This design comes from an exercise in tuning for small area on the open sky130 flow, not from production work. In this exercise RTL edits were held to simulation tests only and were not proved equivalent to the original. No activity file was given, so power comes from the tool's default toggle rates.

## AL
==> module acc_profile_gen, before the edit <==
module acc_profile_gen
(
    input  logic                          osc_clk,
    input  logic                          arst_n,
    input  logic                          go,
    input  logic                          tick,
    input  logic [32-1:0]     vel_q,
    input  logic                          vel_f,
    input  logic [32-1:0]     acc_q,
    input  logic                          acc_f,
    input  logic [32-1:0]     step_sel,   
    output logic                          step_req,
    output logic                          req_dir
);
    localparam int W  = 32;
    localparam int S  = 16;      
    localparam int WH = W - S;
    logic [W-1:0]  phase;
    logic [S-1:0]  vel_lo;
    logic [WH-1:0] vel_hi;
    logic          vel_c;
    logic [W-1:0]  accel;
    logic          vel_neg_q;
    logic [S-1:0]  vlo_t, alo_t, vel_lo_next, ph_lo_next;
    logic [WH-1:0] vhi_t, ahi_t, vel_hi_next, ph_hi0, ph_hi_next;
    logic [WH:0]   ph_hi_ones;
    logic          vel_c_next, ph_c, vc_t;
    logic [W-1:0]  phase_next;
    logic [W-1:0]  go_vel, go_acc;
    logic          toggled;
    logic          vel_neg;
    assign vlo_t = vel_lo & {S{tick}};
    assign vhi_t = vel_hi & {WH{tick}};
    assign vc_t  = vel_c & tick;
    assign alo_t = accel[S-1:0] & {S{tick}};
    assign ahi_t = accel[W-1:S] & {WH{tick}};
    motion_rc_add #(.W(S))  u_vlo (.a(vel_lo), .b(alo_t), .cin(1'b0),  .s(vel_lo_next), .cout(vel_c_next));
    motion_rc_add #(.W(WH)) u_vhi (.a(vel_hi), .b(ahi_t), .cin(vel_c), .s(vel_hi_next), .cout());
    motion_rc_add #(.W(S))  u_plo (.a(phase[S-1:0]), .b(vlo_t), .cin(1'b0), .s(ph_lo_next), .cout(ph_c));
    motion_rc_add #(.W(WH)) u_phi (.a(phase[W-1:S]), .b(vhi_t), .cin(vc_t), .s(ph_hi0), .cout());
    assign ph_hi_ones[0] = 1'b1;
    for (genvar i = 0; i < WH; i++) begin : g_inc
        assign ph_hi_ones[i+1] = ph_hi_ones[i] & ph_hi0[i];
        assign ph_hi_next[i]   = ph_hi0[i] ^ (ph_c & ph_hi_ones[i]);
    end
    assign phase_next = {ph_hi_next, ph_lo_next};
    assign toggled = (|(phase_next & step_sel)) ^ (|(phase & step_sel));
    assign vel_neg = vel_hi[WH-1] ^ (vel_c & (&vel_hi[WH-2:0]));
    assign go_vel = vel_q & {W{go & vel_f}};
    assign go_acc = acc_q & {W{go & acc_f}};
    always_ff @(posedge osc_clk) begin
        phase     <= phase_next & {W{~go}};
        vel_lo    <= go_vel[S-1:0] | (vel_lo_next & {S{~go}});
        vel_hi    <= go_vel[W-1:S] | (vel_hi_next & {WH{~go}});
        vel_c     <= vel_c_next & ~go;
        accel     <= go_acc | (accel & {W{~go}});
        vel_neg_q <= vel_neg;
    end
    assign req_dir = ~vel_neg_q;
    always_ff @(posedge osc_clk or negedge arst_n) begin
        if (!arst_n) begin
            step_req <= 1'b0;
        end else begin
            step_req <= !go && toggled;
        end
    end
endmodule
Settings: LEC_CHECK=0, CAP_MARGIN=20, CORE_MARGIN=2, CORE_UTILIZATION=60, PLACE_DENSITY=0.75, SLEW_MARGIN=20; clock period 10.0 ns.
standard.sh (not shown) runs the stock make flow with config.mk's settings and CLKGATE_MAP_FILE= SYNTH_SCRIPT=/design/flow/synth_recipe.tcl, a recipe that flattens the netlist after the stock synthesis.
==> flow/flow/run.sh <==
#!/bin/bash
# The standard layout with two changes: clock tree synthesis without dummy
# loads, with clkbuf_8 buffers and sink clusters of at most 12 flip-flops within
# 60 um (a smaller clock tree); and buf_1 as the port buffer cell.
set -euo pipefail
export CTS_ARGS="-sink_clustering_enable -repair_clock_nets -dont_use_dummy_load -buf_list sky130_fd_sc_hd__clkbuf_8 -sink_clustering_size 12 -sink_clustering_max_diameter 60"
export BUFFER_PORTS_ARGS="-buffer_cell sky130_fd_sc_hd__buf_1"
bash standard.sh > standard.log 2>&1
> inputs changed (AL -> TR)
--- a/flow/design.v
+++ b/flow/design.v
@@ -212,9 +212,9 @@
     always_ff @(posedge osc_clk or negedge arst_n) begin
         if (!arst_n) begin
             step_req <= 1'b0;
         end else begin
-            step_req <= !go && toggled;
+            step_req <= !go && tick && toggled;
         end
     end
 endmodule
 `timescale 1ns/1ps
Notes after the runs:
Of TR and AL, it is TR that has the lower mean instance size in the synthesized netlist.
[compare] base=AL new=TR: initial antenna violation count went down 9; final-stage net count went up 301; final RePlAce weighted congestion went down 0.76%.
[compare] base=AL new=TR: fraction of area in registers fell 1.3 points; ratio of final minimum period to clock period went down by 0.46 points; non-clock buffer count moved up.
AL → TR: fraction of the core area covered by cells at the end of the flow now larger, combinational fraction of design power saw a decrease.

[afterwards: timing with drivers on the ports]
No port has a modelled driver above. Below, the same layouts with a new extraction and two added sets of constraints. Step 1: set_driving_cell puts a clkbuf_16 on osc_clk and a buf_2 on each other input, an assumption about the parent block. Step 2 times the ports against the registers' clock, not the clock port: input delays grow and output delays shrink by t, the midpoint of the rising clock arrivals with the driver on. Slacks: no drivers / after step 1 / after step 2; pairs: no drivers / after step 1.
run	t, ns	setup slack, ns	worst setup path at the end	worst register clock-pin slew, ns	worst slew at a driven data input, ns
AL	0.824	0.303 / 0.303 / 0.303	register to register	0.09 / 0.09	0.11
TR	0.852	0.348 / 0.348 / 0.348	register to register	0.09 / 0.09	0.07
After both steps every run listed still meets setup and hold.
